Source: an optimization exercise on an open RTL-to-GDS flow (aim: small area, a short achievable clock period and few clock cycles). Production flows keep margins and buffers that such runs may drop. The RTL was checked by simulation tests, not by an equivalence proof against the original design. Power figures rest on the tool's default switching activity, not on a simulated workload.

==> flow/design.v <==
package tfa_pkg;
  localparam int PACK_COUNT_DEF   = 6;
  localparam int SENSORS_PER_PACK = 12;
  localparam int HALF_SIZE        = 6;
  localparam logic [15:0] STALE_RESET  = 16'd2000;
  localparam logic [7:0]  MODULE_RESET = 8'd0;
  localparam logic [7:0]  CK_SEED      = 8'h41;
  localparam logic [7:0]  GEN_TAIL     = 8'h80;
  localparam logic [3:0]  MIN_LENGTH   = 4'd6;
  localparam logic [1:0]  MODE_RX     = 2'd0;
  localparam logic [1:0]  MODE_LOCAL  = 2'd1;
  localparam logic [1:0]  MODE_REPORT = 2'd2;
  localparam logic        KIND_SUMMARY = 1'b0;
  localparam logic        KIND_GENERAL = 1'b1;
  typedef struct packed {
    logic [1:0]        mode;
    logic [10:0]       frame_id;
    logic              frame_extended;
    logic [3:0]        frame_length;
    logic signed [7:0] temp_a;
    logic signed [7:0] temp_b;
    logic signed [7:0] temp_c;
    logic signed [7:0] temp_d;
    logic signed [7:0] temp_e;
    logic signed [7:0] temp_f;
    logic [31:0]       now_ms;
  } in_beat_t;
  typedef struct packed {
    logic       frame_kind;
    logic [7:0] byte_0;
    logic [7:0] byte_1;
    logic [7:0] byte_2;
    logic [7:0] byte_3;
    logic [7:0] byte_4;
    logic [7:0] byte_5;
    logic [7:0] byte_6;
    logic [7:0] byte_7;
    logic       last;
  } out_beat_t;
endpackage
module thermistor_frame_aggregator #(
  parameter int PACK_COUNT = tfa_pkg::PACK_COUNT_DEF
) (
  input  logic               clk,
  input  logic               rst_n,
  input  logic               start,
  output logic               busy,
  input  tfa_pkg::in_beat_t  in_data,
  output logic               out_strobe,
  output tfa_pkg::out_beat_t out_data,
  input  logic               cfg_valid,
  output logic               cfg_ready,
  input  logic [7:0]         cfg_index,
  input  logic [15:0]        cfg_data
);
  localparam int NH = 12;    
  logic [15:0] stale_r;
  logic [7:0]  module_r;
  assign cfg_ready = 1'b1;
  always_ff @(posedge clk) begin
    if (!rst_n) begin
      stale_r  <= tfa_pkg::STALE_RESET;
      module_r <= tfa_pkg::MODULE_RESET;
    end else if (cfg_valid) begin
      if (cfg_index == 8'd0) stale_r <= cfg_data;
      else if (cfg_index == 8'd1) module_r <= cfg_data[7:0];
    end
  end
  logic        busy_r;
  logic        in_v;
  logic [1:0]  in_mode;
  logic [7:0]  in_fid;
  logic        in_ext;
  logic [3:0]  in_len;
  logic [47:0] in_temps;
  logic [31:0] in_now;
  assign busy = busy_r;
  always_ff @(posedge clk) begin
    if (!busy_r) begin
      in_mode <= in_data.mode;
      in_now  <= in_data.now_ms;
    end
    in_fid   <= in_data.frame_id[7:0];
    in_ext   <= in_data.frame_extended;
    in_len   <= in_data.frame_length;
    in_temps <= {in_data.temp_f, in_data.temp_e, in_data.temp_d,
                 in_data.temp_c, in_data.temp_b, in_data.temp_a};
  end
  logic in_rep;
  assign in_rep = in_v && (in_mode == tfa_pkg::MODE_REPORT);
  always_ff @(posedge clk) begin
    if (!rst_n) begin
      in_v   <= 1'b0;
      busy_r <= 1'b0;
    end else begin
      if (!busy_r) in_v <= start;
      busy_r <= !busy_r && start && (in_data.mode == tfa_pkg::MODE_REPORT) && in_rep;
    end
  end
  logic [3:0]  pack, half;
  logic        half_ok, wr_rx, wr_lo, dec_w, dec_r;
  logic [3:0]  dec_h;
  logic signed [10:0] dec_sum;
  logic [15:0] dec_nhim1;
  logic [16:0] dec_g;
  assign pack    = in_fid[7:4];
  assign half    = in_fid[3:0];
  assign half_ok = (half == 4'd1) || (half == 4'd2);
  assign wr_rx   = (in_mode == tfa_pkg::MODE_RX) && !in_ext && (in_len >= tfa_pkg::MIN_LENGTH)
                   && (pack >= 4'd2) && ({28'd0, pack} <= PACK_COUNT) && half_ok;
  assign wr_lo   = (in_mode == tfa_pkg::MODE_LOCAL) && half_ok;
  assign dec_w   = in_v && !busy_r && (wr_rx || wr_lo);
  assign dec_r   = in_v && !busy_r && (in_mode == tfa_pkg::MODE_REPORT);
  assign dec_h   = {(wr_lo ? 3'd0 : pack[2:0] - 3'd1), half == 4'd2};
  logic signed [7:0] it [0:5];
  always_comb for (int i = 0; i < 6; i++) it[i] = in_temps[8*i +: 8];
  assign dec_sum = 11'(it[0]) + 11'(it[1]) + 11'(it[2]) + 11'(it[3]) + 11'(it[4]) + 11'(it[5]);
  assign dec_nhim1 = in_now[31:16] - 16'd1;
  assign dec_g     = {1'b0, in_now[15:0]} - {1'b0, stale_r};
  logic        p1_w, p1_r;
  logic [3:0]  p1_h;
  logic [47:0] p1_pay;    
  logic [31:0] p1_now;
  logic signed [10:0] p1_sum;
  always_ff @(posedge clk) begin
    if (!rst_n) begin
      p1_w <= 1'b0;
      p1_r <= 1'b0;
    end else begin
      p1_w <= dec_w;
      p1_r <= dec_r;
    end
  end
  always_ff @(posedge clk) begin
    p1_h   <= dec_h;
    p1_pay <= (in_mode == tfa_pkg::MODE_REPORT) ? {dec_nhim1, dec_g[15:0], 15'd0, dec_g[16]}
                                                 : in_temps;
    p1_now <= in_now;
    p1_sum <= dec_sum;
  end
  logic [NH-1:0]      valid_r;
  logic [47:0]        temps_r  [0:NH-1];
  logic [31:0]        stamp_r  [0:NH-1];
  logic signed [7:0]  minv_r   [0:NH-1];
  logic [2:0]         minp_r   [0:NH-1];
  logic signed [7:0]  maxv_r   [0:NH-1];
  logic [2:0]         maxp_r   [0:NH-1];
  logic signed [10:0] sum_r    [0:NH-1];
  logic signed [7:0] t [0:5];
  logic [5:0]        lt [0:5];    
  logic [5:0]        minsel, maxsel;
  logic signed [7:0] w_minv, w_maxv;
  logic [2:0]        w_minp, w_maxp;
  always_comb begin
    for (int i = 0; i < 6; i++) t[i] = p1_pay[8*i +: 8];
    for (int i = 0; i < 6; i++)
      for (int j = 0; j < 6; j++)
        lt[i][j] = (t[i] < t[j]);
    for (int i = 0; i < 6; i++) begin
      minsel[i] = 1'b1;
      maxsel[i] = 1'b1;
      for (int j = 0; j < 6; j++) begin
        if (j < i) begin
          minsel[i] = minsel[i] & lt[i][j];
          maxsel[i] = maxsel[i] & lt[j][i];
        end else if (j > i) begin
          minsel[i] = minsel[i] & !lt[j][i];
          maxsel[i] = maxsel[i] & !lt[i][j];
        end
      end
    end
    w_minv = '0;
    w_maxv = '0;
    w_minp = '0;
    w_maxp = '0;
    for (int i = 0; i < 6; i++) begin
      w_minv = w_minv | (minsel[i] ? t[i] : 8'sd0);
      w_maxv = w_maxv | (maxsel[i] ? t[i] : 8'sd0);
      w_minp = w_minp | (minsel[i] ? 3'(i) : 3'd0);
      w_maxp = w_maxp | (maxsel[i] ? 3'(i) : 3'd0);
    end
  end
  logic [NH-1:0] stale;
  logic [15:0]   s_a, s_nhi, s_nhim1, s_g;
  logic          s_neg;
  assign s_a     = p1_now[15:0];
  assign s_nhi   = p1_now[31:16];
  assign s_nhim1 = p1_pay[47:32];
  assign s_g     = p1_pay[31:16];
  assign s_neg   = p1_pay[0];
  always_comb begin
    for (int h = 0; h < NH; h++) begin
      logic borrow, gt, lo_gt, hi_ne;
      borrow = s_a < stamp_r[h][15:0];
      gt     = s_g > stamp_r[h][15:0];
      lo_gt  = borrow ? (!s_neg || gt) : (!s_neg && gt);
      hi_ne  = borrow ? (s_nhim1 != stamp_r[h][31:16]) : (s_nhi != stamp_r[h][31:16]);
      stale[h] = lo_gt || hi_ne;
    end
  end
  always_ff @(posedge clk) begin
    for (int h = 0; h < NH; h++) begin
      if (p1_w && p1_h == 4'(h)) begin
        temps_r[h] <= p1_pay;
        stamp_r[h] <= p1_now;
        minv_r[h]  <= w_minv;
        minp_r[h]  <= w_minp;
        maxv_r[h]  <= w_maxv;
        maxp_r[h]  <= w_maxp;
        sum_r[h]   <= p1_sum;
      end
    end
  end
  always_ff @(posedge clk) begin
    if (!rst_n) begin
      valid_r <= '0;
    end else begin
      for (int h = 0; h < NH; h++) begin
        if (p1_w && p1_h == 4'(h)) valid_r[h] <= 1'b1;
        else if (p1_r && stale[h]) valid_r[h] <= 1'b0;
      end
    end
  end
  logic p2_r;
  always_ff @(posedge clk) begin
    if (!rst_n) p2_r <= 1'b0;
    else        p2_r <= p1_r;
  end
  logic [3:0] ptr_h;
  logic [2:0] ptr_o;
  logic [3:0] m3;
  logic [NH-1:0] above;
  logic [3:0] first_all, first_above, first_h;
  logic       hv;
  logic [3:0] sel_h;
  logic [2:0] sel_o;
  logic signed [7:0] tsel;
  always_comb begin
    m3 = '0;
    for (int h = 0; h < NH; h++) m3 = m3 + 4'(valid_r[h]);
    for (int h = 0; h < NH; h++) above[h] = valid_r[h] && (4'(h) > ptr_h);
    first_all = '0;
    for (int h = NH - 1; h >= 0; h--) if (valid_r[h]) first_all = 4'(h);
    first_above = '0;
    for (int h = NH - 1; h >= 0; h--) if (above[h]) first_above = 4'(h);
    first_h = (above != '0) ? first_above : first_all;
    hv    = valid_r[ptr_h];
    sel_h = hv ? ptr_h : first_h;
    sel_o = hv ? ptr_o : 3'd0;
    tsel  = hv ? temps_r[ptr_h][8*ptr_o +: 8] : temps_r[first_h][7:0];
  end
  always_ff @(posedge clk) begin
    if (!rst_n) begin
      ptr_h <= '0;
      ptr_o <= '0;
    end else if (p2_r && m3 != '0) begin
      if (sel_o == 3'd5) begin
        ptr_o <= '0;
        ptr_h <= (sel_h == 4'(NH - 1)) ? 4'd0 : sel_h + 4'd1;
      end else begin
        ptr_o <= sel_o + 3'd1;
        ptr_h <= sel_h;
      end
    end
  end
  typedef logic [15:0] cand_t;
  function automatic logic [15:0] pick_min(logic [15:0] a, logic [15:0] b);
    logic signed [7:0] av, bv;
    av = a[14:7];
    bv = b[14:7];
    if (a[15] && (!b[15] || av <= bv)) pick_min = a;
    else pick_min = b;
  endfunction
  function automatic logic [15:0] pick_max(logic [15:0] a, logic [15:0] b);
    logic signed [7:0] av, bv;
    av = a[14:7];
    bv = b[14:7];
    if (a[15] && (!b[15] || av >= bv)) pick_max = a;
    else pick_max = b;
  endfunction
  cand_t mn0 [0:NH-1], mx0 [0:NH-1];
  cand_t mn1 [0:5], mx1 [0:5];
  cand_t mn2 [0:2], mx2 [0:2];
  logic signed [12:0] sg [0:2];
  always_comb begin
    for (int h = 0; h < NH; h++) begin
      mn0[h] = {valid_r[h], minv_r[h], 4'(h), minp_r[h]};
      mx0[h] = {valid_r[h], maxv_r[h], 4'(h), maxp_r[h]};
    end
    for (int k = 0; k < 6; k++) begin
      mn1[k] = pick_min(mn0[2*k], mn0[2*k+1]);
      mx1[k] = pick_max(mx0[2*k], mx0[2*k+1]);
    end
    for (int k = 0; k < 3; k++) begin
      mn2[k] = pick_min(mn1[2*k], mn1[2*k+1]);
      mx2[k] = pick_max(mx1[2*k], mx1[2*k+1]);
    end
    for (int k = 0; k < 3; k++) begin
      sg[k] = '0;
      for (int h = 4*k; h < 4*k + 4; h++)
        sg[k] = sg[k] + (valid_r[h] ? 13'(sum_r[h]) : 13'sd0);
    end
  end
  logic              p3_r;
  cand_t             p3_mn [0:2], p3_mx [0:2];
  logic signed [12:0] p3_sg [0:2];
  logic [3:0]        p3_m;
  logic [3:0]        p3_sh;
  logic [2:0]        p3_so;
  logic signed [7:0] p3_ts;
  always_ff @(posedge clk) begin
    if (!rst_n) p3_r <= 1'b0;
    else        p3_r <= p2_r && (m3 != '0);
  end
  always_ff @(posedge clk) begin
    for (int k = 0; k < 3; k++) begin
      p3_mn[k] <= mn2[k];
      p3_mx[k] <= mx2[k];
      p3_sg[k] <= sg[k];
    end
    p3_m  <= m3;
    p3_sh <= sel_h;
    p3_so <= sel_o;
    p3_ts <= tsel;
  end
  cand_t mn_f, mx_f;
  logic signed [14:0] s_total;
  always_comb begin
    mn_f = pick_min(pick_min(p3_mn[0], p3_mn[1]), p3_mn[2]);
    mx_f = pick_max(pick_max(p3_mx[0], p3_mx[1]), p3_mx[2]);
    s_total = 15'(p3_sg[0]) + 15'(p3_sg[1]) + 15'(p3_sg[2]);
  end
  logic              p4_r;
  logic signed [7:0] p4_lo, p4_hi, p4_ts;
  logic [3:0]        p4_loh, p4_hih, p4_sh, p4_m;
  logic [2:0]        p4_lop, p4_hip, p4_so;
  logic signed [14:0] p4_s;
  always_ff @(posedge clk) begin
    if (!rst_n) p4_r <= 1'b0;
    else        p4_r <= p3_r;
  end
  always_ff @(posedge clk) begin
    p4_lo  <= mn_f[14:7];
    p4_loh <= mn_f[6:3];
    p4_lop <= mn_f[2:0];
    p4_hi  <= mx_f[14:7];
    p4_hih <= mx_f[6:3];
    p4_hip <= mx_f[2:0];
    p4_s   <= s_total;
    p4_m   <= p3_m;
    p4_sh  <= p3_sh;
    p4_so  <= p3_so;
    p4_ts  <= p3_ts;
  end
  function automatic logic [6:0] idx_of(logic [3:0] h, logic [2:0] p);
    idx_of = {1'b0, h, 2'b00} + {2'b00, h, 1'b0} + {4'd0, p};
  endfunction
  logic        p4_neg;
  logic [14:0] p4_abs;
  logic [5:0]  p4_d;
  logic [15:0] p4_n2;
  assign p4_neg = p4_s[14];
  assign p4_abs = p4_neg ? 15'(-p4_s) : 15'(p4_s);
  assign p4_d   = {1'b0, p4_m, 1'b0} + {2'b00, p4_m};
  assign p4_n2  = 16'(p4_abs) + 16'(p4_d);
  typedef struct packed {
    logic [7:0] lo;
    logic [7:0] hi;
    logic [6:0] lid;
    logic [6:0] hid;
    logic [6:0] cnt;
    logic [6:0] sel;
    logic [7:0] ts;
  } rec_t;
  logic        p5_r;
  rec_t        p5_rec;
  logic        p5_neg;
  logic [12:0] p5_n;
  logic [5:0]  p5_d;
  always_ff @(posedge clk) begin
    if (!rst_n) p5_r <= 1'b0;
    else        p5_r <= p4_r;
  end
  always_ff @(posedge clk) begin
    p5_rec.lo  <= p4_lo;
    p5_rec.hi  <= p4_hi;
    p5_rec.lid <= idx_of(p4_loh, p4_lop);
    p5_rec.hid <= idx_of(p4_hih, p4_hip);
    p5_rec.cnt <= {p4_d, 1'b0};
    p5_rec.sel <= idx_of(p4_sh, p4_so);
    p5_rec.ts  <= p4_ts;
    p5_neg     <= p4_neg;
    p5_n       <= p4_n2[13:1];
    p5_d       <= p4_d;
  end
  function automatic logic [6:0] div_row(logic [5:0] rem, logic nb, logic [5:0] d);
    logic [6:0] tr, df;
    tr = {rem, nb};
    df = tr - {1'b0, d};
    if (tr >= {1'b0, d}) div_row = {1'b1, df[5:0]};
    else div_row = {1'b0, tr[5:0]};
  endfunction
  logic [5:0] d6_rem;
  logic [2:0] d6_q;
  always_comb begin
    logic [5:0] r;
    r = {1'b0, p5_n[12:8]};
    {d6_q[2], r} = div_row(r, p5_n[7], p5_d);
    {d6_q[1], r} = div_row(r, p5_n[6], p5_d);
    {d6_q[0], r} = div_row(r, p5_n[5], p5_d);
    d6_rem = r;
  end
  logic [7:0] ckp;
  assign ckp = tfa_pkg::CK_SEED + module_r + p5_rec.lo + p5_rec.hi + 8'(p5_rec.cnt)
             + 8'(p5_rec.hid) + 8'(p5_rec.lid);
  logic       p6_r, p6_neg;
  rec_t       p6_rec;
  logic [5:0] p6_rem, p6_d;
  logic [4:0] p6_n;
  logic [2:0] p6_q;
  logic [7:0] p6_ck;
  always_ff @(posedge clk) begin
    if (!rst_n) p6_r <= 1'b0;
    else        p6_r <= p5_r;
  end
  always_ff @(posedge clk) begin
    p6_rec <= p5_rec;
    p6_neg <= p5_neg;
    p6_rem <= d6_rem;
    p6_d   <= p5_d;
    p6_n   <= p5_n[4:0];
    p6_q   <= d6_q;
    p6_ck  <= ckp;
  end
  logic [5:0] d7_rem;
  logic [2:0] d7_q;
  always_comb begin
    logic [5:0] r;
    r = p6_rem;
    {d7_q[2], r} = div_row(r, p6_n[4], p6_d);
    {d7_q[1], r} = div_row(r, p6_n[3], p6_d);
    {d7_q[0], r} = div_row(r, p6_n[2], p6_d);
    d7_rem = r;
  end
  logic       p7_r, p7_neg;
  rec_t       p7_rec;
  logic [5:0] p7_rem, p7_d;
  logic [1:0] p7_n;
  logic [5:0] p7_q;
  logic [7:0] p7_ck;
  always_ff @(posedge clk) begin
    if (!rst_n) p7_r <= 1'b0;
    else        p7_r <= p6_r;
  end
  always_ff @(posedge clk) begin
    p7_rec <= p6_rec;
    p7_neg <= p6_neg;
    p7_rem <= d7_rem;
    p7_d   <= p6_d;
    p7_n   <= p6_n[1:0];
    p7_q   <= {p6_q, d7_q};
    p7_ck  <= p6_ck;
  end
  logic [7:0] d8_q;
  logic [7:0] d8_avg;
  always_comb begin
    logic [5:0] r;
    logic q1, q0;
    r = p7_rem;
    {q1, r} = div_row(r, p7_n[1], p7_d);
    {q0, r} = div_row(r, p7_n[0], p7_d);
    d8_q   = {p7_q, q1, q0};
    d8_avg = p7_neg ? 8'(-d8_q) : d8_q;
  end
  logic       p8_r;
  rec_t       p8_rec;
  logic [7:0] p8_avg, p8_ck;
  always_ff @(posedge clk) begin
    if (!rst_n) p8_r <= 1'b0;
    else        p8_r <= p7_r;
  end
  always_ff @(posedge clk) begin
    p8_rec <= p7_rec;
    p8_avg <= d8_avg;
    p8_ck  <= p7_ck;
  end
  logic p9_r;
  rec_t p9_rec;
  always_ff @(posedge clk) begin
    if (!rst_n) p9_r <= 1'b0;
    else        p9_r <= p8_r;
  end
  always_ff @(posedge clk) p9_rec <= p8_rec;
  logic               out_strobe_r;
  tfa_pkg::out_beat_t out_r;
  always_ff @(posedge clk) begin
    if (!rst_n) out_strobe_r <= 1'b0;
    else        out_strobe_r <= p8_r || p9_r;
  end
  always_ff @(posedge clk) begin
    if (p8_r) begin
      out_r.frame_kind <= tfa_pkg::KIND_SUMMARY;
      out_r.byte_0     <= module_r;
      out_r.byte_1     <= p8_rec.lo;
      out_r.byte_2     <= p8_rec.hi;
      out_r.byte_3     <= p8_avg;
      out_r.byte_4     <= 8'(p8_rec.cnt);
      out_r.byte_5     <= 8'(p8_rec.hid);
      out_r.byte_6     <= 8'(p8_rec.lid);
      out_r.byte_7     <= p8_ck + p8_avg;
      out_r.last       <= 1'b0;
    end else begin
      out_r.frame_kind <= tfa_pkg::KIND_GENERAL;
      out_r.byte_0     <= 8'(p9_rec.sel);
      out_r.byte_1     <= p9_rec.ts;
      out_r.byte_2     <= 8'(p9_rec.sel);
      out_r.byte_3     <= p9_rec.lo;
      out_r.byte_4     <= p9_rec.hi;
      out_r.byte_5     <= 8'(p9_rec.hid);
      out_r.byte_6     <= 8'(p9_rec.lid);
      out_r.byte_7     <= tfa_pkg::GEN_TAIL;
      out_r.last       <= 1'b1;
    end
  end
  assign out_strobe = out_strobe_r;
  assign out_data   = out_r;
endmodule
==> flow/run.sh <==
#!/bin/bash
# synth_recipe.tcl (not shown) runs the flow's synth.tcl, then flattens the netlist and writes it again
# the make line also repeats each setting of config.mk as NAME=value (left out here)
make -C /OpenROAD-flow-scripts/flow DESIGN_CONFIG=/design/flow/config.mk WORK_HOME=/design/flow/orfs CLKGATE_MAP_FILE= SYNTH_SCRIPT=/design/flow/synth_recipe.tcl finish
==> flow/config.mk <==
export PLATFORM = sky130hd
export DESIGN_NAME = thermistor_frame_aggregator
export DESIGN_NICKNAME = thermistor_frame_aggregator
export VERILOG_FILES = /design/flow/design.v
export SDC_FILE = /design/flow/constraint.sdc
export NUM_CORES = 4
export LEC_CHECK = 0
export CAP_MARGIN = 20
export CORE_MARGIN = 2
export CORE_UTILIZATION = 45
export PLACE_DENSITY = 0.6
export SLEW_MARGIN = 20
==> flow/constraint.sdc <==
create_clock -name core_clock -period 8.0 [get_ports {clk}]
set_input_delay 1.6000 -clock core_clock [delete_from_list [all_inputs] [get_ports {clk}]]
set_output_delay 1.6000 -clock core_clock [all_outputs]
set_load 0.01 [all_outputs]
==> flow_results.xml, run 1 <==
<?xml version="1.0" encoding="UTF-8"?>
<metrics>
  <group name="grt">
    <metric name="grt_pass1_wl" unit="mm">427</metric>
    <metric name="overall_track_demand_over_capacity_in_global_routing" unit="%">25.3</metric>
    <metric name="grt-ovfl-total" unit="">0</metric>
    <metric name="antenna_violations_before_repair" unit="">11</metric>
    <metric name="grt_max_degree" unit="">115</metric>
    <metric name="first_global_vias" unit="">65419</metric>
  </group>
  <group name="hold_path">
    <metric name="hold_path.startpoint" unit="">p8_rec[3]</metric>
    <metric name="holdCritPathClass" unit="">reg2reg</metric>
    <metric name="timing.hold.worst_path_depth" unit="">0</metric>
    <metric name="holdPathEnd" unit="">p9_rec[3]</metric>
  </group>
  <group name="setup_path">
    <metric name="required" unit="ns">8.72</metric>
    <metric name="critPathMostFrequentCell" unit="">sky130_fd_sc_hd__a21o_1</metric>
    <metric name="crit_family" unit="">compound AO/OA/AOI/OAI gates</metric>
    <metric name="regToRegSetupSlack" unit="ns">1.16</metric>
    <metric name="worstPathBufferInverterCount" unit="">2</metric>
    <metric name="r2r_endpoint" unit="">p7_rem[2]</metric>
    <metric name="timing.critical_path.fanout_max" unit="">10</metric>
    <metric name="path_class" unit="">reg2reg</metric>
    <metric name="endpoint_arrival_time_on_the_critical_path" unit="ns">7.56</metric>
    <metric name="timing.critical_path.slowest_cell_delay" unit="ns">0.46</metric>
    <metric name="rr_startpoint" unit="">p6_d[1]</metric>
    <metric name="setup.worst_path.start_class" unit="">flip-flop</metric>
    <metric name="crit_path_top_delay_cell" unit="">sky130_fd_sc_hd__nor2_1</metric>
    <metric name="ff2ff_path_depth" unit="">29</metric>
    <metric name="setup.worst_path.end_class" unit="">flip-flop</metric>
  </group>
  <group name="timing">
    <metric name="relSlewSlack" unit="%">21.8</metric>
    <metric name="finalCriticalPeriod" unit="ns">6.84</metric>
    <metric name="timing_max_transition_violations_final" unit="">0</metric>
    <metric name="setup_tns" unit="ns">0</metric>
    <metric name="hold_viol_final" unit="">0</metric>
    <metric name="final.setup_skew" unit="ns">0.0665</metric>
    <metric name="max_freq" unit="MHz">146</metric>
    <metric name="worst_slew_pin_slew" unit="ns">1.17</metric>
    <metric name="report.final.setup_viol" unit="">0</metric>
    <metric name="layout_worst_path_cycle_share" unit="%">85.5</metric>
    <metric name="rsz0062_at_grt" unit="">no</metric>
  </group>
  <group name="layout">
    <metric name="synthToLayoutAreaGrowth" unit="%">13.9</metric>
    <metric name="final-instance-count-excl-fill" unit="">11348</metric>
    <metric name="design.final.nets" unit="">9325</metric>
    <metric name="fraction_of_final_layout_cells_sized_beyond_drive_strength_1" unit="%">8.91</metric>
    <metric name="final_common_cell" unit="">sky130_fd_sc_hd__edfxtp_1</metric>
    <metric name="post-route-util" unit="%">51.6</metric>
    <metric name="most-common-layout-cells" unit="">sky130_fd_sc_hd__edfxtp_1, sky130_fd_sc_hd__ha_1, sky130_fd_sc_hd__dfxtp_1</metric>
  </group>
  <group name="pwr">
    <metric name="switching_power" unit="mW">6.03</metric>
    <metric name="cellLeakagePower" unit="nW">45.0</metric>
    <metric name="report.power.total" unit="mW">25.5</metric>
    <metric name="power.density_cell_area" unit="nW/um2">222</metric>
    <metric name="p_sw_share" unit="%">23.7</metric>
    <metric name="clock_power_share" unit="%">42.8</metric>
    <metric name="internal-power" unit="mW">19.4</metric>
    <metric name="max-vdd-ir-drop" unit="mV">0.224</metric>
    <metric name="p_seq_share" unit="%">49.5</metric>
    <metric name="power.combinational.fraction" unit="%">7.7</metric>
  </group>
  <group name="floorplanning">
    <metric name="coreArea" unit="um2">222000</metric>
    <metric name="std_cell_rows" unit="">173</metric>
    <metric name="die_h" unit="um">477</metric>
    <metric name="start_util" unit="%">45.3</metric>
    <metric name="ios" unit="">195</metric>
    <metric name="die_outline_area" unit="um2">228000</metric>
    <metric name="chipWidth" unit="um">477</metric>
  </group>
  <group name="clock_tree">
    <metric name="cts.htree.levels" unit="">4</metric>
    <metric name="post_cts_buffers" unit="">0</metric>
    <metric name="clk-insertion-delay-late" unit="ns">0.89</metric>
    <metric name="ctsResizeCount" unit="">0</metric>
    <metric name="root_buffer" unit="">sky130_fd_sc_hd__clkbuf_16</metric>
    <metric name="cts_hold_buf" unit="">0</metric>
    <metric name="tritoncts.num_buffers" unit="">223</metric>
    <metric name="clk_transition_reported_paths" unit="ns">0.06</metric>
    <metric name="clk_path_buf_depth" unit="">3</metric>
    <metric name="clock_tree_from_tritoncts" unit="">done</metric>
    <metric name="cts.sinks" unit="">2195</metric>
  </group>
  <group name="yosys">
    <metric name="synth_edf_count" unit="">1390</metric>
    <metric name="syn_inst" unit="">7846</metric>
    <metric name="yosysUniqueCellTypes" unit="">104</metric>
    <metric name="share_of_the_yosys_chip_area_belonging_to_registers" unit="%">57.4</metric>
    <metric name="synth_flop_cell" unit="">sky130_fd_sc_hd__edfxtp_1</metric>
    <metric name="synth_area" unit="um2">101000</metric>
    <metric name="ys_async_sr_fraction" unit="%">0</metric>
    <metric name="synthesis.area_per_instance" unit="um2">12.8</metric>
    <metric name="yosys_warnings" unit="">21</metric>
    <metric name="yosys_register_bits" unit="">2195</metric>
  </group>
  <group name="drt">
    <metric name="via_count" unit="">64725</metric>
    <metric name="firstDrtPassIters" unit="">6</metric>
    <metric name="routed_wl" unit="mm">293</metric>
    <metric name="drc_errors" unit="">0</metric>
    <metric name="drt-vias-per-instance" unit="">5.70</metric>
    <metric name="wl_per_cell" unit="um">25.8</metric>
    <metric name="antenna_left" unit="">0</metric>
    <metric name="drt_first_iter_violations" unit="">5912</metric>
  </group>
  <group name="run">
    <metric name="cap_violations" unit="">0</metric>
  </group>
  <group name="placement">
    <metric name="place_inst" unit="">10925</metric>
    <metric name="detailedPlacementHpwl" unit="mm">192</metric>
    <metric name="buffer_ports.inserted" unit="">187</metric>
    <metric name="gp_congestion" unit="">0.908</metric>
  </group>
  <group name="outcome">
    <metric name="status" unit="">complete, no violations</metric>
  </group>
</metrics>
-- state kept, by name (all words and copies together) (netlist names), 12 cells and up --
| signal | flops |
|---|---|
| p1_pay | 48 |
| maxp_r | 36 |
| stamp_r | 384 |
| temps_r | 576 |
| sum_r | 132 |
| p3_mx | 42 |
| p6_rec | 46 |
| out_r | 63 |
| maxv_r | 96 |
| minv_r | 96 |
| stale_r | 16 |
| p7_rec | 46 |
| p9_rec | 45 |
| in_temps | 48 |
| valid_r | 12 |
| p3_mn | 42 |
| p3_sg | 39 |
| minp_r | 36 |
| p1_now | 32 |
| p4_s | 15 |
| p5_rec | 46 |
| in_now | 32 |
| p5_n | 13 |
| p8_rec | 51 |
-- through the flow --
step	setup WS [ns]	hold WS, ns	instance area (um2)
after global placement	1.16	0.311	107000
final	1.16	0.314	115000
after floorplan	1.59	0.310	101000
after detailed placement	1.21	0.312	107000
after CTS	1.16	0.321	115000
after global routing	0.577	0.326	115000
-- worst register-to-register path: cells and delay by family (launching register included) --
family	cells	cell delay (ns)
fa+ha+maj	3	0.97
mux	1	0.38
compound gates	18	3.85
flops	1	0.37
buf+inv	2	0.23
simple gates	5	0.93
-- power by group through the flow --
stage,registers [mW],logic [mW],clock network (mW)
detailed placement,12.8,1.92,0
finish,12.6,1.96,10.9
global placement,12.8,1.86,0
floorplan,12.8,1.10,0
global route,12.6,2.13,11.5
CTS,12.6,1.93,11.1
-- cells in the mapped netlist, types with 151 or more instances --
cell / number / share of area (%)
sky130_fd_sc_hd__edfxtp_1: 1390 / 41
sky130_fd_sc_hd__ha_1: 856 / 11
sky130_fd_sc_hd__dfxtp_1: 805 / 16
sky130_fd_sc_hd__inv_1: 703 / 2.6
sky130_fd_sc_hd__nand2_1: 337 / 1.3
sky130_fd_sc_hd__a21oi_1: 291 / 1.4
sky130_fd_sc_hd__mux2i_1: 280 / 2.8
sky130_fd_sc_hd__o21ai_0: 268 / 1.3
sky130_fd_sc_hd__nor2_1: 246 / 0.92
sky130_fd_sc_hd__a22oi_1: 215 / 1.6
sky130_fd_sc_hd__xnor2_1: 207 / 1.8
sky130_fd_sc_hd__a21o_1: 171 / 1.3
sky130_fd_sc_hd__fa_1: 167 / 3.3
sky130_fd_sc_hd__xor2_1: 160 / 1.4
sky130_fd_sc_hd__clkbuf_1: 153 / 0.57
sky130_fd_sc_hd__nand4_1: 151 / 0.94
-- cell type report --
class                           instances  area, um2
Inverter                              710       2670
Timing Repair Buffer                  346       3170
Clock buffer                          296       6280
Antenna cell                            4       10.0
Sequential cell                      2195      57900
Fill cell                           18807     108000
Multi-Input combinational cell       4700      39500
Tap cell                             2975       3720
Clock inverter                        122       1500
-- cells by family (layout without fill, tap and decap cells) --
group / Yosys count / count (layout) / share of synthesized area, %
AO/OA/AOI/OAI: 1550 / 1550 / 10.7
XOR/XNOR: 367 / 367 / 3.19
adder cells (fa/ha/maj): 1023 / 1023 / 13.9
buffers and inverters: 952 / 1474 / 3.64
flip-flops: 2195 / 2195 / 57.4
multiplexers: 408 / 408 / 4.25
other: 2 / 7 / 0.00745
AND/OR/NAND/NOR: 1349 / 1349 / 6.88
-- per-layer routing --
| metal | share of wire (%) | routed length, um | up-vias | track usage (%) |
|---|---|---|---|---|
| met5 | 0.0044 | 13 | - | 0 |
| met1 | 40 | 117000 | 31855 | 32.3 |
| met4 | 6.2 | 18000 | 2 | 13.8 |
| met2 | 46 | 135000 | 2645 | 41.2 |
| li1 | - | - | 29540 | - |
| met3 | 7.6 | 22200 | 683 | 4.21 |
-- how the worst max path moves through the flow --
stage,startpoint,endpoint,slack [ns],cells after the start
floorplan,p5_d[0],p6_rem[1],1.59,33
global placement,p6_d[1],p7_rem[3],1.16,30
detailed placement,p6_d[1],p7_rem[3],1.21,29
CTS,p6_d[1],p7_rem[2],1.16,29
global route,p6_d[1],p7_rem[2],0.58,29
finish,p6_d[1],p7_rem[2],1.16,29
Testbench counts, summed over its fixed seeds: cycles 4,958.
==> run 2, diff against run 1 <==
--- a/flow/design.v
+++ b/flow/design.v
@@ -68,74 +68,47 @@
   end
   logic        busy_r;
-  logic        in_v;
-  logic [1:0]  in_mode;
-  logic [7:0]  in_fid;
-  logic        in_ext;
-  logic [3:0]  in_len;
-  logic [47:0] in_temps;
-  logic [31:0] in_now;
   assign busy = busy_r;
-  always_ff @(posedge clk) begin
-    if (!busy_r) begin
-      in_mode <= in_data.mode;
-      in_now  <= in_data.now_ms;
-    end
-    in_fid   <= in_data.frame_id[7:0];
-    in_ext   <= in_data.frame_extended;
-    in_len   <= in_data.frame_length;
-    in_temps <= {in_data.temp_f, in_data.temp_e, in_data.temp_d,
-                 in_data.temp_c, in_data.temp_b, in_data.temp_a};
-  end
-  logic in_rep;
-  assign in_rep = in_v && (in_mode == tfa_pkg::MODE_REPORT);
-  always_ff @(posedge clk) begin
-    if (!rst_n) begin
-      in_v   <= 1'b0;
-      busy_r <= 1'b0;
-    end else begin
-      if (!busy_r) in_v <= start;
-      busy_r <= !busy_r && start && (in_data.mode == tfa_pkg::MODE_REPORT) && in_rep;
-    end
-  end
   logic [3:0]  pack, half;
-  logic        half_ok, wr_rx, wr_lo, dec_w, dec_r;
-  logic [3:0]  dec_h;
-  logic signed [10:0] dec_sum;
+  logic        in_rep, half_ok, wr_rx, wr_lo, dec_w, dec_r;
   logic [15:0] dec_nhim1;
   logic [16:0] dec_g;
-  assign pack    = in_fid[7:4];
-  assign half    = in_fid[3:0];
+  assign pack    = in_data.frame_id[7:4];
+  assign half    = in_data.frame_id[3:0];
+  assign in_rep  = (in_data.mode == tfa_pkg::MODE_REPORT);
   assign half_ok = (half == 4'd1) || (half == 4'd2);
-  assign wr_rx   = (in_mode == tfa_pkg::MODE_RX) && !in_ext && (in_len >= tfa_pkg::MIN_LENGTH)
+  assign wr_rx   = (in_data.mode == tfa_pkg::MODE_RX) && !in_data.frame_extended
+                   && (in_data.frame_length >= tfa_pkg::MIN_LENGTH)
                    && (pack >= 4'd2) && ({28'd0, pack} <= PACK_COUNT) && half_ok;
-  assign wr_lo   = (in_mode == tfa_pkg::MODE_LOCAL) && half_ok;
-  assign dec_w   = in_v && !busy_r && (wr_rx || wr_lo);
-  assign dec_r   = in_v && !busy_r && (in_mode == tfa_pkg::MODE_REPORT);
-  assign dec_h   = {(wr_lo ? 3'd0 : pack[2:0] - 3'd1), half == 4'd2};
-  logic signed [7:0] it [0:5];
-  always_comb for (int i = 0; i < 6; i++) it[i] = in_temps[8*i +: 8];
-  assign dec_sum = 11'(it[0]) + 11'(it[1]) + 11'(it[2]) + 11'(it[3]) + 11'(it[4]) + 11'(it[5]);
-  assign dec_nhim1 = in_now[31:16] - 16'd1;
-  assign dec_g     = {1'b0, in_now[15:0]} - {1'b0, stale_r};
+  assign wr_lo   = (in_data.mode == tfa_pkg::MODE_LOCAL) && half_ok;
+  assign dec_w   = start && !busy_r && (wr_rx || wr_lo);
+  assign dec_r   = start && !busy_r && in_rep;
+  assign dec_nhim1 = in_data.now_ms[31:16] - 16'd1;
+  assign dec_g     = {1'b0, in_data.now_ms[15:0]} - {1'b0, stale_r};
   logic        p1_w, p1_r;
   logic [3:0]  p1_h;
   logic [47:0] p1_pay;    
   logic [31:0] p1_now;
-  logic signed [10:0] p1_sum;
   always_ff @(posedge clk) begin
     if (!rst_n) begin
-      p1_w <= 1'b0;
-      p1_r <= 1'b0;
+      p1_r   <= 1'b0;
+      busy_r <= 1'b0;
     end else begin
-      p1_w <= dec_w;
-      p1_r <= dec_r;
+      if (!busy_r) p1_r <= dec_r;
+      busy_r <= dec_r && p1_r;
     end
   end
   always_ff @(posedge clk) begin
-    p1_h   <= dec_h;
-    p1_pay <= (in_mode == tfa_pkg::MODE_REPORT) ? {dec_nhim1, dec_g[15:0], 15'd0, dec_g[16]}
-                                                 : in_temps;
-    p1_now <= in_now;
-    p1_sum <= dec_sum;
+    if (!rst_n) p1_w <= 1'b0;
+    else        p1_w <= dec_w;
+  end
+  always_ff @(posedge clk) begin
+    if (!busy_r) begin
+      p1_now        <= in_data.now_ms;
+      p1_pay[47:16] <= in_rep ? {dec_nhim1, dec_g[15:0]}
+                              : {in_data.temp_f, in_data.temp_e, in_data.temp_d, in_data.temp_c};
+      p1_pay[0]     <= in_rep ? dec_g[16] : in_data.temp_a[0];
+    end
+    p1_h         <= {(wr_lo ? 3'd0 : pack[2:0] - 3'd1), half == 4'd2};
+    p1_pay[15:1] <= {in_data.temp_b, in_data.temp_a[7:1]};
   end
   logic [NH-1:0]      valid_r;
@@ -148,4 +121,5 @@
   logic signed [10:0] sum_r    [0:NH-1];
   logic signed [7:0] t [0:5];
+  logic signed [10:0] w_sum;
   logic [5:0]        lt [0:5];    
   logic [5:0]        minsel, maxsel;
@@ -154,4 +128,5 @@
   always_comb begin
     for (int i = 0; i < 6; i++) t[i] = p1_pay[8*i +: 8];
+    w_sum = 11'(t[0]) + 11'(t[1]) + 11'(t[2]) + 11'(t[3]) + 11'(t[4]) + 11'(t[5]);
     for (int i = 0; i < 6; i++)
       for (int j = 0; j < 6; j++)
@@ -208,5 +183,5 @@
         maxv_r[h]  <= w_maxv;
         maxp_r[h]  <= w_maxp;
-        sum_r[h]   <= p1_sum;
+        sum_r[h]   <= w_sum;
       end
     end
@@ -225,5 +200,5 @@
   always_ff @(posedge clk) begin
     if (!rst_n) p2_r <= 1'b0;
-    else        p2_r <= p1_r;
+    else        p2_r <= p1_r && !busy_r;
   end
   logic [3:0] ptr_h;
@@ -378,4 +353,5 @@
   logic [12:0] p5_n;
   logic [5:0]  p5_d;
+  logic [6:0]  p5_d3;
   always_ff @(posedge clk) begin
     if (!rst_n) p5_r <= 1'b0;
@@ -393,20 +369,26 @@
     p5_n       <= p4_n2[13:1];
     p5_d       <= p4_d;
+    p5_d3      <= {p4_m, 3'b000} + {3'b000, p4_m};
   end
-  function automatic logic [6:0] div_row(logic [5:0] rem, logic nb, logic [5:0] d);
-    logic [6:0] tr, df;
+  function automatic logic [7:0] div_row(logic [5:0] rem, logic [1:0] nb, logic [5:0] d,
+                                         logic [6:0] d3);
+    logic [7:0] tr;
+    logic [8:0] s1, s2, s3;
     tr = {rem, nb};
-    df = tr - {1'b0, d};
-    if (tr >= {1'b0, d}) div_row = {1'b1, df[5:0]};
-    else div_row = {1'b0, tr[5:0]};
+    s1 = {1'b0, tr} - {3'b000, d};
+    s2 = {1'b0, tr} - {2'b00, d, 1'b0};
+    s3 = {1'b0, tr} - {2'b00, d3};
+    if (!s3[8])      div_row = {2'd3, s3[5:0]};
+    else if (!s2[8]) div_row = {2'd2, s2[5:0]};
+    else if (!s1[8]) div_row = {2'd1, s1[5:0]};
+    else             div_row = {2'd0, tr[5:0]};
   endfunction
   logic [5:0] d6_rem;
-  logic [2:0] d6_q;
+  logic [3:0] d6_q;
   always_comb begin
     logic [5:0] r;
     r = {1'b0, p5_n[12:8]};
-    {d6_q[2], r} = div_row(r, p5_n[7], p5_d);
-    {d6_q[1], r} = div_row(r, p5_n[6], p5_d);
-    {d6_q[0], r} = div_row(r, p5_n[5], p5_d);
+    {d6_q[3:2], r} = div_row(r, p5_n[7:6], p5_d, p5_d3);
+    {d6_q[1:0], r} = div_row(r, p5_n[5:4], p5_d, p5_d3);
     d6_rem = r;
   end
@@ -417,6 +399,7 @@
   rec_t       p6_rec;
   logic [5:0] p6_rem, p6_d;
-  logic [4:0] p6_n;
-  logic [2:0] p6_q;
+  logic [6:0] p6_d3;
+  logic [3:0] p6_n;
+  logic [3:0] p6_q;
   logic [7:0] p6_ck;
   always_ff @(posedge clk) begin
@@ -429,24 +412,20 @@
     p6_rem <= d6_rem;
     p6_d   <= p5_d;
-    p6_n   <= p5_n[4:0];
+    p6_d3  <= p5_d3;
+    p6_n   <= p5_n[3:0];
     p6_q   <= d6_q;
     p6_ck  <= ckp;
   end
-  logic [5:0] d7_rem;
-  logic [2:0] d7_q;
+  logic [7:0] d7_q;
   always_comb begin
     logic [5:0] r;
     r = p6_rem;
-    {d7_q[2], r} = div_row(r, p6_n[4], p6_d);
-    {d7_q[1], r} = div_row(r, p6_n[3], p6_d);
-    {d7_q[0], r} = div_row(r, p6_n[2], p6_d);
-    d7_rem = r;
+    {d7_q[3:2], r} = div_row(r, p6_n[3:2], p6_d, p6_d3);
+    {d7_q[1:0], r} = div_row(r, p6_n[1:0], p6_d, p6_d3);
+    d7_q[7:4] = p6_q;
   end
   logic       p7_r, p7_neg;
   rec_t       p7_rec;
-  logic [5:0] p7_rem, p7_d;
-  logic [1:0] p7_n;
-  logic [5:0] p7_q;
-  logic [7:0] p7_ck;
+  logic [7:0] p7_q, p7_ck, p7_avg;
   always_ff @(posedge clk) begin
     if (!rst_n) p7_r <= 1'b0;
@@ -455,68 +434,43 @@
   always_ff @(posedge clk) begin
     p7_rec <= p6_rec;
+    p7_q   <= d7_q;
     p7_neg <= p6_neg;
-    p7_rem <= d7_rem;
-    p7_d   <= p6_d;
-    p7_n   <= p6_n[1:0];
-    p7_q   <= {p6_q, d7_q};
     p7_ck  <= p6_ck;
   end
-  logic [7:0] d8_q;
-  logic [7:0] d8_avg;
-  always_comb begin
-    logic [5:0] r;
-    logic q1, q0;
-    r = p7_rem;
-    {q1, r} = div_row(r, p7_n[1], p7_d);
-    {q0, r} = div_row(r, p7_n[0], p7_d);
-    d8_q   = {p7_q, q1, q0};
-    d8_avg = p7_neg ? 8'(-d8_q) : d8_q;
-  end
-  logic       p8_r;
-  rec_t       p8_rec;
-  logic [7:0] p8_avg, p8_ck;
+  logic p8_r;
+  rec_t p8_rec;
   always_ff @(posedge clk) begin
     if (!rst_n) p8_r <= 1'b0;
     else        p8_r <= p7_r;
   end
-  always_ff @(posedge clk) begin
-    p8_rec <= p7_rec;
-    p8_avg <= d8_avg;
-    p8_ck  <= p7_ck;
-  end
-  logic p9_r;
-  rec_t p9_rec;
-  always_ff @(posedge clk) begin
-    if (!rst_n) p9_r <= 1'b0;
-    else        p9_r <= p8_r;
-  end
-  always_ff @(posedge clk) p9_rec <= p8_rec;
+  always_ff @(posedge clk) p8_rec <= p7_rec;
+  assign p7_avg = p7_neg ? 8'(-p7_q) : p7_q;
   logic               out_strobe_r;
   tfa_pkg::out_beat_t out_r;
   always_ff @(posedge clk) begin
     if (!rst_n) out_strobe_r <= 1'b0;
-    else        out_strobe_r <= p8_r || p9_r;
+    else        out_strobe_r <= p7_r || p8_r;
   end
   always_ff @(posedge clk) begin
-    if (p8_r) begin
+    if (p7_r) begin
       out_r.frame_kind <= tfa_pkg::KIND_SUMMARY;
       out_r.byte_0     <= module_r;
-      out_r.byte_1     <= p8_rec.lo;
-      out_r.byte_2     <= p8_rec.hi;
-      out_r.byte_3     <= p8_avg;
-      out_r.byte_4     <= 8'(p8_rec.cnt);
-      out_r.byte_5     <= 8'(p8_rec.hid);
-      out_r.byte_6     <= 8'(p8_rec.lid);
-      out_r.byte_7     <= p8_ck + p8_avg;
+      out_r.byte_1     <= p7_rec.lo;
+      out_r.byte_2     <= p7_rec.hi;
+      out_r.byte_3     <= p7_avg;
+      out_r.byte_4     <= 8'(p7_rec.cnt);
+      out_r.byte_5     <= 8'(p7_rec.hid);
+      out_r.byte_6     <= 8'(p7_rec.lid);
+      out_r.byte_7     <= p7_ck + p7_avg;
       out_r.last       <= 1'b0;
     end else begin
       out_r.frame_kind <= tfa_pkg::KIND_GENERAL;
-      out_r.byte_0     <= 8'(p9_rec.sel);
-      out_r.byte_1     <= p9_rec.ts;
-      out_r.byte_2     <= 8'(p9_rec.sel);
-      out_r.byte_3     <= p9_rec.lo;
-      out_r.byte_4     <= p9_rec.hi;
-      out_r.byte_5     <= 8'(p9_rec.hid);
-      out_r.byte_6     <= 8'(p9_rec.lid);
+      out_r.byte_0     <= 8'(p8_rec.sel);
+      out_r.byte_1     <= p8_rec.ts;
+      out_r.byte_2     <= 8'(p8_rec.sel);
+      out_r.byte_3     <= p8_rec.lo;
+      out_r.byte_4     <= p8_rec.hi;
+      out_r.byte_5     <= 8'(p8_rec.hid);
+      out_r.byte_6     <= 8'(p8_rec.lid);
       out_r.byte_7     <= tfa_pkg::GEN_TAIL;
       out_r.last       <= 1'b1;
==> flow_results.xml, run 2 <==
<?xml version="1.0" encoding="UTF-8"?>
<metrics>
  <group name="yosys">
    <metric name="synth.top_cells.by_count" unit="">sky130_fd_sc_hd__edfxtp_1, sky130_fd_sc_hd__ha_1, sky130_fd_sc_hd__inv_1, sky130_fd_sc_hd__dfxtp_1, sky130_fd_sc_hd__nand2_1</metric>
    <metric name="synth.top_cells.by_area" unit="">sky130_fd_sc_hd__edfxtp_1, sky130_fd_sc_hd__dfxtp_1, sky130_fd_sc_hd__ha_1</metric>
    <metric name="synthMostInstantiatedCell" unit="">sky130_fd_sc_hd__edfxtp_1</metric>
    <metric name="yosysTopAreaCell" unit="">sky130_fd_sc_hd__edfxtp_1</metric>
    <metric name="synthesis.area_per_instance" unit="um2">12.4</metric>
    <metric name="synth_flop_cell" unit="">sky130_fd_sc_hd__edfxtp_1</metric>
    <metric name="yosys_register_bits" unit="">2027</metric>
    <metric name="share_of_the_yosys_chip_area_belonging_to_registers" unit="%">55.4</metric>
    <metric name="yosys_warnings" unit="">20</metric>
    <metric name="syn_inst" unit="">7957</metric>
    <metric name="synth_edf_count" unit="">1421</metric>
    <metric name="ys_async_sr_fraction" unit="%">0</metric>
    <metric name="synth_area" unit="um2">98900</metric>
    <metric name="top_cell_type_s_share_of_synthesized_area" unit="%">43.2</metric>
    <metric name="yosysUniqueCellTypes" unit="">105</metric>
  </group>
  <group name="drt">
    <metric name="routed_wl" unit="mm">290</metric>
    <metric name="drt_first_iter_violations" unit="">6334</metric>
    <metric name="via_count" unit="">65882</metric>
    <metric name="drc_errors" unit="">0</metric>
    <metric name="antenna_left" unit="">0</metric>
    <metric name="firstDrtPassIters" unit="">8</metric>
    <metric name="drt-vias-per-instance" unit="">5.80</metric>
    <metric name="wl_per_cell" unit="um">25.6</metric>
  </group>
  <group name="timing">
    <metric name="setup_tns" unit="ns">0</metric>
    <metric name="finalHoldWorstSlack" unit="ns">0.318</metric>
    <metric name="timing_max_transition_violations_final" unit="">0</metric>
    <metric name="layout_worst_path_cycle_share" unit="%">67.8</metric>
    <metric name="finalCriticalPeriod" unit="ns">5.42</metric>
    <metric name="final_critical_path_setup_slack" unit="ns">2.58</metric>
    <metric name="worst_slew_pin_slew" unit="ns">1.24</metric>
    <metric name="hold_viol_final" unit="">0</metric>
    <metric name="rsz0062_at_grt" unit="">no</metric>
    <metric name="relSlewSlack" unit="%">16.6</metric>
    <metric name="report.final.setup_viol" unit="">0</metric>
    <metric name="final.setup_skew" unit="ns">0.0589</metric>
    <metric name="max_freq" unit="MHz">184</metric>
  </group>
  <group name="clock_tree">
    <metric name="clock_tree_from_tritoncts" unit="">done</metric>
    <metric name="cts_hold_buf" unit="">0</metric>
    <metric name="cts.htree.levels" unit="">4</metric>
    <metric name="ctsResizeCount" unit="">0</metric>
    <metric name="tritoncts.num_buffers" unit="">211</metric>
    <metric name="clk_transition_reported_paths" unit="ns">0.06</metric>
    <metric name="post_cts_buffers" unit="">0</metric>
    <metric name="clk-insertion-delay-late" unit="ns">0.88</metric>
    <metric name="cts.sinks" unit="">2027</metric>
    <metric name="root_buffer" unit="">sky130_fd_sc_hd__clkbuf_16</metric>
    <metric name="clk_path_buf_depth" unit="">3</metric>
  </group>
  <group name="placement">
    <metric name="detailedPlacementHpwl" unit="mm">189</metric>
    <metric name="post_dp_cell_area" unit="um2">105000</metric>
    <metric name="buffer_ports.inserted" unit="">187</metric>
    <metric name="gp_congestion" unit="">0.927</metric>
    <metric name="dp_slack" unit="ns">2.71</metric>
    <metric name="place_inst" unit="">10957</metric>
  </group>
  <group name="floorplanning">
    <metric name="die_outline_area" unit="um2">223000</metric>
    <metric name="std_cell_rows" unit="">172</metric>
    <metric name="ios" unit="">195</metric>
    <metric name="coreArea" unit="um2">219000</metric>
    <metric name="start_util" unit="%">45.1</metric>
    <metric name="die_h" unit="um">473</metric>
    <metric name="chipWidth" unit="um">473</metric>
  </group>
  <group name="run">
    <metric name="cap_violations" unit="">0</metric>
  </group>
  <group name="layout">
    <metric name="final-instance-count-excl-fill" unit="">11363</metric>
    <metric name="top_regs" unit="">temps_r (576), stamp_r (384), sum_r (132)</metric>
    <metric name="design.final.nets" unit="">9470</metric>
    <metric name="final_area" unit="um2">113000</metric>
    <metric name="final_common_cell" unit="">sky130_fd_sc_hd__edfxtp_1</metric>
    <metric name="fraction_of_final_layout_cells_sized_beyond_drive_strength_1" unit="%">8.21</metric>
    <metric name="largest_reg_flops" unit="">576</metric>
    <metric name="post-route-util" unit="%">51.4</metric>
    <metric name="synthToLayoutAreaGrowth" unit="%">13.8</metric>
    <metric name="top_register" unit="">temps_r</metric>
    <metric name="most-common-layout-cells" unit="">sky130_fd_sc_hd__edfxtp_1, sky130_fd_sc_hd__ha_1, sky130_fd_sc_hd__inv_1</metric>
  </group>
  <group name="setup_path">
    <metric name="endpoint_arrival_time_on_the_critical_path" unit="ns">5.93</metric>
    <metric name="setup.worst_path.end_class" unit="">flip-flop</metric>
    <metric name="timing.critical_path.fanout_max" unit="">12</metric>
    <metric name="path_class" unit="">reg2reg</metric>
    <metric name="required" unit="ns">8.50</metric>
    <metric name="setup.worst_path.start_class" unit="">flip-flop</metric>
  </group>
  <group name="grt">
    <metric name="grt_pass1_wl" unit="mm">426</metric>
    <metric name="grt_max_degree" unit="">115</metric>
    <metric name="overall_track_demand_over_capacity_in_global_routing" unit="%">25.7</metric>
    <metric name="first_global_vias" unit="">66417</metric>
    <metric name="antenna_violations_before_repair" unit="">21</metric>
    <metric name="grt-ovfl-total" unit="">0</metric>
  </group>
  <group name="pwr">
    <metric name="switching_power" unit="mW">6.41</metric>
    <metric name="power.density_cell_area" unit="nW/um2">225</metric>
    <metric name="cellLeakagePower" unit="nW">44.4</metric>
    <metric name="report.power.total" unit="mW">25.3</metric>
    <metric name="p_sw_share" unit="%">25.3</metric>
    <metric name="clock_power_share" unit="%">40.9</metric>
    <metric name="internal-power" unit="mW">18.9</metric>
    <metric name="p_seq_share" unit="%">47.4</metric>
    <metric name="power.combinational.fraction" unit="%">11.7</metric>
    <metric name="max-vdd-ir-drop" unit="mV">0.254</metric>
  </group>
  <group name="outcome">
    <metric name="status" unit="">complete, no violations</metric>
  </group>
  <group name="hold_path">
    <metric name="holdCritPathClass" unit="">reg2reg</metric>
  </group>
</metrics>
==> run 2: cell types whose count changed after synthesis, moves of 23 or more <==
cell | previous run | this run
sky130_fd_sc_hd__nor2_1 | 246 | 299
sky130_fd_sc_hd__a221oi_1 | 46 | 72
sky130_fd_sc_hd__mux2_2 | 123 | 72
sky130_fd_sc_hd__edfxtp_1 | 1390 | 1421
sky130_fd_sc_hd__a22oi_1 | 215 | 177
sky130_fd_sc_hd__inv_1 | 703 | 731
sky130_fd_sc_hd__dfxtp_1 | 805 | 606
sky130_fd_sc_hd__and2_1 | 97 | 74
sky130_fd_sc_hd__nor2b_1 | 111 | 136
sky130_fd_sc_hd__a21oi_1 | 291 | 338
sky130_fd_sc_hd__o22ai_1 | 38 | 65
sky130_fd_sc_hd__o21ai_0 | 268 | 319
sky130_fd_sc_hd__a22o_1 | 25 | 61
sky130_fd_sc_hd__nand2_1 | 337 | 403
==> run 2: per-layer routing <==
layer / GRT usage [%] / routed length, um / up-vias
met5: 0 / 80 / -
met4: 12.6 / 15500 / 14
met3: 4.99 / 23500 / 660
met2: 41.4 / 133000 / 2718
met1: 33.1 / 118000 / 32427
li1: - / - / 30063
==> run 2: critical path, cell delays in order (launching register included) <==
cell and delay (ns):
sky130_fd_sc_hd__edfxtp_1 1.12, sky130_fd_sc_hd__inv_1 0.38, sky130_fd_sc_hd__ha_1 0.31, sky130_fd_sc_hd__nor2b_1 0.11, sky130_fd_sc_hd__o21a_1 0.11, sky130_fd_sc_hd__o21ai_0 0.06
sky130_fd_sc_hd__a21oi_1 0.14, sky130_fd_sc_hd__o21ai_0 0.09, sky130_fd_sc_hd__a31oi_1 0.42, sky130_fd_sc_hd__o21ai_0 0.32, sky130_fd_sc_hd__nor4_2 0.99, sky130_fd_sc_hd__a22oi_1 0.23
sky130_fd_sc_hd__nand3_1 0.75
==> run 2: cell families after synthesis <==
kind of cell | Yosys count | share of synthesized area, %
AOI/OAI and AO/OA | 1665 | 11.4
xor gates and xnor gates | 368 | 3.26
adders and majority gates | 1046 | 14.5
buffers and inverters | 985 | 3.90
DFF | 2027 | 55.4
muxes | 354 | 3.71
other | 2 | 0.00760
and+or+nand+nor | 1510 | 7.80
==> run 2: path summary, 6_finish.rpt <==
check                  start            to  slack [ns]  cells past startpoint
setup reg to reg  p1_pay[32]  maxv_r[2][1]        2.58                     12
setup / recovery  p1_pay[32]  maxv_r[2][1]        2.58                     12
hold / removal        p6_neg        p7_neg        0.32                      0
hold reg to reg       p6_neg        p7_neg        0.32                      0
==> run 2: layout make-up <==
class / count / area, um2
flip-flops and latches: 2027 / 54800
clock buffers: 284 / 6020
diodes: 6 / 15.0
clock inverters: 116 / 1400
repair buffers: 374 / 3390
fillers: 18848 / 107000
inverters: 739 / 2780
multi-input cells: 4946 / 40500
well taps: 2871 / 3590
==> run 2: power by group through the flow <==
stage          clock (mW)  sequential, mW  combinational, mW
6_report             10.3            12.0               2.96
5_1_grt              10.9            12.0               3.24
4_1_cts              10.5            12.0               2.95
3_5_place_dp            0            12.2               2.94
3_3_place_gp            0            12.2               2.85
2_1_floorplan           0            12.2               1.56
Testbench counts of run 2, summed over its fixed seeds: cycles 4,942.
==> run 3, diff against run 2 <==
--- a/flow/config.mk
+++ b/flow/config.mk
@@ -6,7 +6,9 @@
 export NUM_CORES = 4
 export LEC_CHECK = 0
+export ABC_CLOCK_PERIOD_IN_PS = 4000
 export CAP_MARGIN = 20
 export CORE_MARGIN = 2
 export CORE_UTILIZATION = 45
 export PLACE_DENSITY = 0.6
+export SETUP_SLACK_MARGIN = 3.5
 export SLEW_MARGIN = 20
==> flow_results.xml, run 3 <==
<?xml version="1.0" encoding="UTF-8"?>
<metrics>
  <group name="drt">
    <metric name="drc_errors" unit="">0</metric>
    <metric name="routed_wl" unit="mm">295</metric>
    <metric name="drt-vias-per-instance" unit="">5.79</metric>
    <metric name="via_count" unit="">66350</metric>
    <metric name="firstDrtPassIters" unit="">9</metric>
    <metric name="antenna_left" unit="">0</metric>
    <metric name="drt_first_iter_violations" unit="">6593</metric>
    <metric name="wl_per_cell" unit="um">25.7</metric>
  </group>
  <group name="yosys">
    <metric name="yosys_warnings" unit="">20</metric>
    <metric name="yosysTopAreaCell" unit="">sky130_fd_sc_hd__edfxtp_1</metric>
    <metric name="synth_area" unit="um2">98900</metric>
    <metric name="synth_mux_area_share" unit="%">3.71</metric>
    <metric name="synth_flop_cell" unit="">sky130_fd_sc_hd__edfxtp_1</metric>
    <metric name="yosys_register_bits" unit="">2027</metric>
    <metric name="fraction_of_the_mapped_netlist_area_in_simple_logic_gates" unit="%">7.80</metric>
    <metric name="synth.top_cells.by_count" unit="">sky130_fd_sc_hd__edfxtp_1, sky130_fd_sc_hd__ha_1, sky130_fd_sc_hd__inv_1, sky130_fd_sc_hd__dfxtp_1, sky130_fd_sc_hd__nand2_1</metric>
    <metric name="ys_async_sr_fraction" unit="%">0</metric>
    <metric name="synth_top_family_by_area" unit="">adder cells</metric>
    <metric name="synth.top_cells.by_area" unit="">sky130_fd_sc_hd__edfxtp_1, sky130_fd_sc_hd__dfxtp_1, sky130_fd_sc_hd__ha_1</metric>
    <metric name="yosysUniqueCellTypes" unit="">105</metric>
    <metric name="synthMostInstantiatedCell" unit="">sky130_fd_sc_hd__edfxtp_1</metric>
    <metric name="top_cell_type_s_share_of_synthesized_area" unit="%">43.2</metric>
    <metric name="synth_edf_count" unit="">1421</metric>
    <metric name="synth-compound-area-share" unit="%">11.4</metric>
    <metric name="syn_inst" unit="">7957</metric>
    <metric name="yosys.area_share.xor_xnor" unit="%">3.26</metric>
    <metric name="synthesis.area_per_instance" unit="um2">12.4</metric>
    <metric name="share_of_the_yosys_chip_area_belonging_to_registers" unit="%">55.4</metric>
    <metric name="synth-adder-area-share" unit="%">14.5</metric>
  </group>
  <group name="clock_tree">
    <metric name="clk_transition_reported_paths" unit="ns">0.06</metric>
    <metric name="root_buffer" unit="">sky130_fd_sc_hd__clkbuf_16</metric>
    <metric name="clock_tree_from_tritoncts" unit="">done</metric>
    <metric name="cts.htree.levels" unit="">4</metric>
    <metric name="clk-insertion-delay-late" unit="ns">0.87</metric>
    <metric name="cts_hold_buf" unit="">0</metric>
    <metric name="cts.sinks" unit="">2027</metric>
    <metric name="tritoncts.num_buffers" unit="">211</metric>
    <metric name="clk_path_buf_depth" unit="">3</metric>
  </group>
  <group name="layout">
    <metric name="final_common_cell" unit="">sky130_fd_sc_hd__edfxtp_1</metric>
    <metric name="top_regs" unit="">temps_r (576), stamp_r (384), sum_r (132)</metric>
    <metric name="design.final.nets" unit="">9576</metric>
    <metric name="fraction_of_final_layout_cells_sized_beyond_drive_strength_1" unit="%">10.9</metric>
    <metric name="largest_reg_flops" unit="">576</metric>
    <metric name="top_register" unit="">temps_r</metric>
    <metric name="post-route-util" unit="%">52.2</metric>
    <metric name="synthToLayoutAreaGrowth" unit="%">15.6</metric>
    <metric name="most-common-layout-cells" unit="">sky130_fd_sc_hd__edfxtp_1, sky130_fd_sc_hd__ha_1, sky130_fd_sc_hd__inv_1</metric>
  </group>
  <group name="pwr">
    <metric name="cellLeakagePower" unit="nW">45.1</metric>
    <metric name="max-vdd-ir-drop" unit="mV">0.285</metric>
    <metric name="power.density_cell_area" unit="nW/um2">224</metric>
    <metric name="report.power.total" unit="mW">25.6</metric>
  </group>
  <group name="timing">
    <metric name="report.final.setup_viol" unit="">0</metric>
    <metric name="finalHoldWorstSlack" unit="ns">0.313</metric>
    <metric name="worst_slew_pin_slew" unit="ns">1.16</metric>
    <metric name="relSlewSlack" unit="%">22.6</metric>
    <metric name="max_freq" unit="MHz">220</metric>
    <metric name="hold_viol_final" unit="">0</metric>
    <metric name="layout_worst_path_cycle_share" unit="%">56.7</metric>
    <metric name="final_critical_path_setup_slack" unit="ns">3.46</metric>
    <metric name="final.setup_skew" unit="ns">0.0422</metric>
    <metric name="setup_tns" unit="ns">0</metric>
    <metric name="timing_max_transition_violations_final" unit="">0</metric>
    <metric name="rsz0062_at_grt" unit="">yes</metric>
    <metric name="finalCriticalPeriod" unit="ns">4.54</metric>
  </group>
  <group name="placement">
    <metric name="dp_slack" unit="ns">2.56</metric>
    <metric name="buffer_ports.inserted" unit="">187</metric>
    <metric name="detailedPlacementHpwl" unit="mm">190</metric>
    <metric name="gp_congestion" unit="">0.931</metric>
  </group>
  <group name="floorplanning">
    <metric name="chipWidth" unit="um">473</metric>
    <metric name="std_cell_rows" unit="">172</metric>
    <metric name="start_util" unit="%">45.1</metric>
    <metric name="ios" unit="">195</metric>
    <metric name="die_outline_area" unit="um2">223000</metric>
    <metric name="coreArea" unit="um2">219000</metric>
    <metric name="die_h" unit="um">473</metric>
  </group>
  <group name="hold_path">
    <metric name="holdCritPathClass" unit="">reg2reg</metric>
    <metric name="timing.hold.worst_path_depth" unit="">0</metric>
  </group>
  <group name="grt">
    <metric name="grt_max_degree" unit="">115</metric>
    <metric name="grt-ovfl-total" unit="">0</metric>
    <metric name="grt_pass1_wl" unit="mm">429</metric>
    <metric name="first_global_vias" unit="">66197</metric>
    <metric name="antenna_violations_before_repair" unit="">12</metric>
    <metric name="overall_track_demand_over_capacity_in_global_routing" unit="%">25.9</metric>
  </group>
  <group name="setup_path">
    <metric name="path_class" unit="">reg2reg</metric>
    <metric name="timing.critical_path.fanout_max" unit="">29</metric>
    <metric name="endpoint_arrival_time_on_the_critical_path" unit="ns">5.23</metric>
    <metric name="setup.worst_path.start_class" unit="">flip-flop</metric>
    <metric name="setup.worst_path.end_class" unit="">flip-flop</metric>
    <metric name="required" unit="ns">8.69</metric>
    <metric name="ff2ff_path_depth" unit="">10</metric>
  </group>
  <group name="run">
    <metric name="cap_violations" unit="">0</metric>
  </group>
  <group name="outcome">
    <metric name="status" unit="">complete, no violations</metric>
  </group>
</metrics>
[run 3: changes by cell type in the layout (fill, tap and decap cells not counted), sizes merged]
cell	change
bufinv	-1
buf	+102
clkinv	-11
a41oi	+1
diode	-3
clkinvlp	+8
inv	+2
a211o	+1
clkbuf	+2
[run 3: cell families (layout without fill, tap and decap cells)]
logic type / Yosys count / count (layout)
flops: 2027 / 2027
xor+xnor: 368 / 368
other cells: 2 / 6
mux: 354 / 354
compound gates: 1665 / 1667
fa+ha+maj: 1046 / 1046
buf+inv: 985 / 1615
simple gates: 1510 / 1510
[run 3: through the flow]
step | cell area [um2] | instances
5_1_grt | 114000 | 11462
4_1_cts | 113000 | 11395
2_1_floorplan | 98900 | 7958
3_3_place_gp | 105000 | 10961
6_report | 114000 | 11464
3_5_place_dp | 105000 | 10961
[run 3: final timing paths]
check / startpoint / slack [ns] / endpoint
setup / recovery: p1_pay[43] / 3.46 / valid_r[0]
hold / removal: p6_rec[33] / 0.31 / p7_rec[33]
setup reg to reg: p1_pay[43] / 3.46 / valid_r[0]
hold reg to reg: p6_rec[33] / 0.31 / p7_rec[33]
[run 3: worst max-delay path, stage by stage, from the launching register on]
cell and delay [ns]:
sky130_fd_sc_hd__edfxtp_1 0.61, sky130_fd_sc_hd__buf_4 0.63, sky130_fd_sc_hd__clkinv_1 0.72, sky130_fd_sc_hd__a22o_1 0.43, sky130_fd_sc_hd__nor4_1 0.33, sky130_fd_sc_hd__nand4_1 0.14, sky130_fd_sc_hd__a31oi_1 0.20, sky130_fd_sc_hd__o2111ai_1 0.13
sky130_fd_sc_hd__nor3_1 0.31, sky130_fd_sc_hd__o2111ai_1 0.20, sky130_fd_sc_hd__o31ai_1 0.62
[run 3: final cells by class]
cell class,instances,area [um2]
well taps,2871,3590
repair buffers,478,4400
flip-flops and latches,2027,54800
diodes,3,7.51
multi-input cells,4948,41300
clock buffers,284,6010
fillers,18575,105000
clock inverters,114,1360
inverters,739,2800
[run 3: repair_timing]
item | CTS | global route
gates resized for setup | 98 | 144
endpoints found under the setup margin | 359 | 361
cloned | 2 | 6
buffers inserted | 34 | 60
pin swaps | 13 | 62
[run 3: routing by layer]
layer  vias up  wire length (um)  track usage (%)
met5         -                17                0
met4         4             14600             11.3
met3       641             24400             4.92
met2      2744            134000             41.8
met1     32694            122000             34.0
li1      30267                 -                -
[run 3: report_power, final]
part / switching, mW / leakage [nW] / internal (mW) / total, mW
Combinational: 2.22 / 23.5 / 1.14 / 3.36
Sequential: 0.0771 / 18.0 / 11.9 / 12.0
Clock: 4.26 / 3.60 / 6.01 / 10.3
Total: 6.55 / 45.1 / 19.0 / 25.6

==> separate check: timing with driven ports <==
Ports are ideal in the flow. The routed layouts listed here were re-timed in OpenROAD. Step 1, drivers: a clkbuf_16 drives clk and a buf_2 each remaining input, both assumed. Step 2 adds t to the input delays and takes it off the output delays; t is the mean of the earliest and latest rising clock arrival at the registers after step 1. Input paths then give back, and output paths get back, about the clock's delay inside the block. Three values: ideal, step 1, step 2; two values: the first two.
run | t (ns) | slack for setup (ns) | hold WS [ns]
run 1 | 0.955 | 1.161 / 1.161 / 1.161 | 0.314 / 0.314 / 0.314
run 2 | 0.948 | 2.577 / 2.577 / 2.577 | 0.318 / 0.318 / 0.318
run 3 | 0.945 | 3.462 / 3.462 / 2.923 | 0.313 / 0.313 / 0.313
After both steps setup and hold are still met in every run listed. For run 3, which loses most, drivers alone change the setup slack by 0.000 ns; drivers and shift together by -0.539 ns.
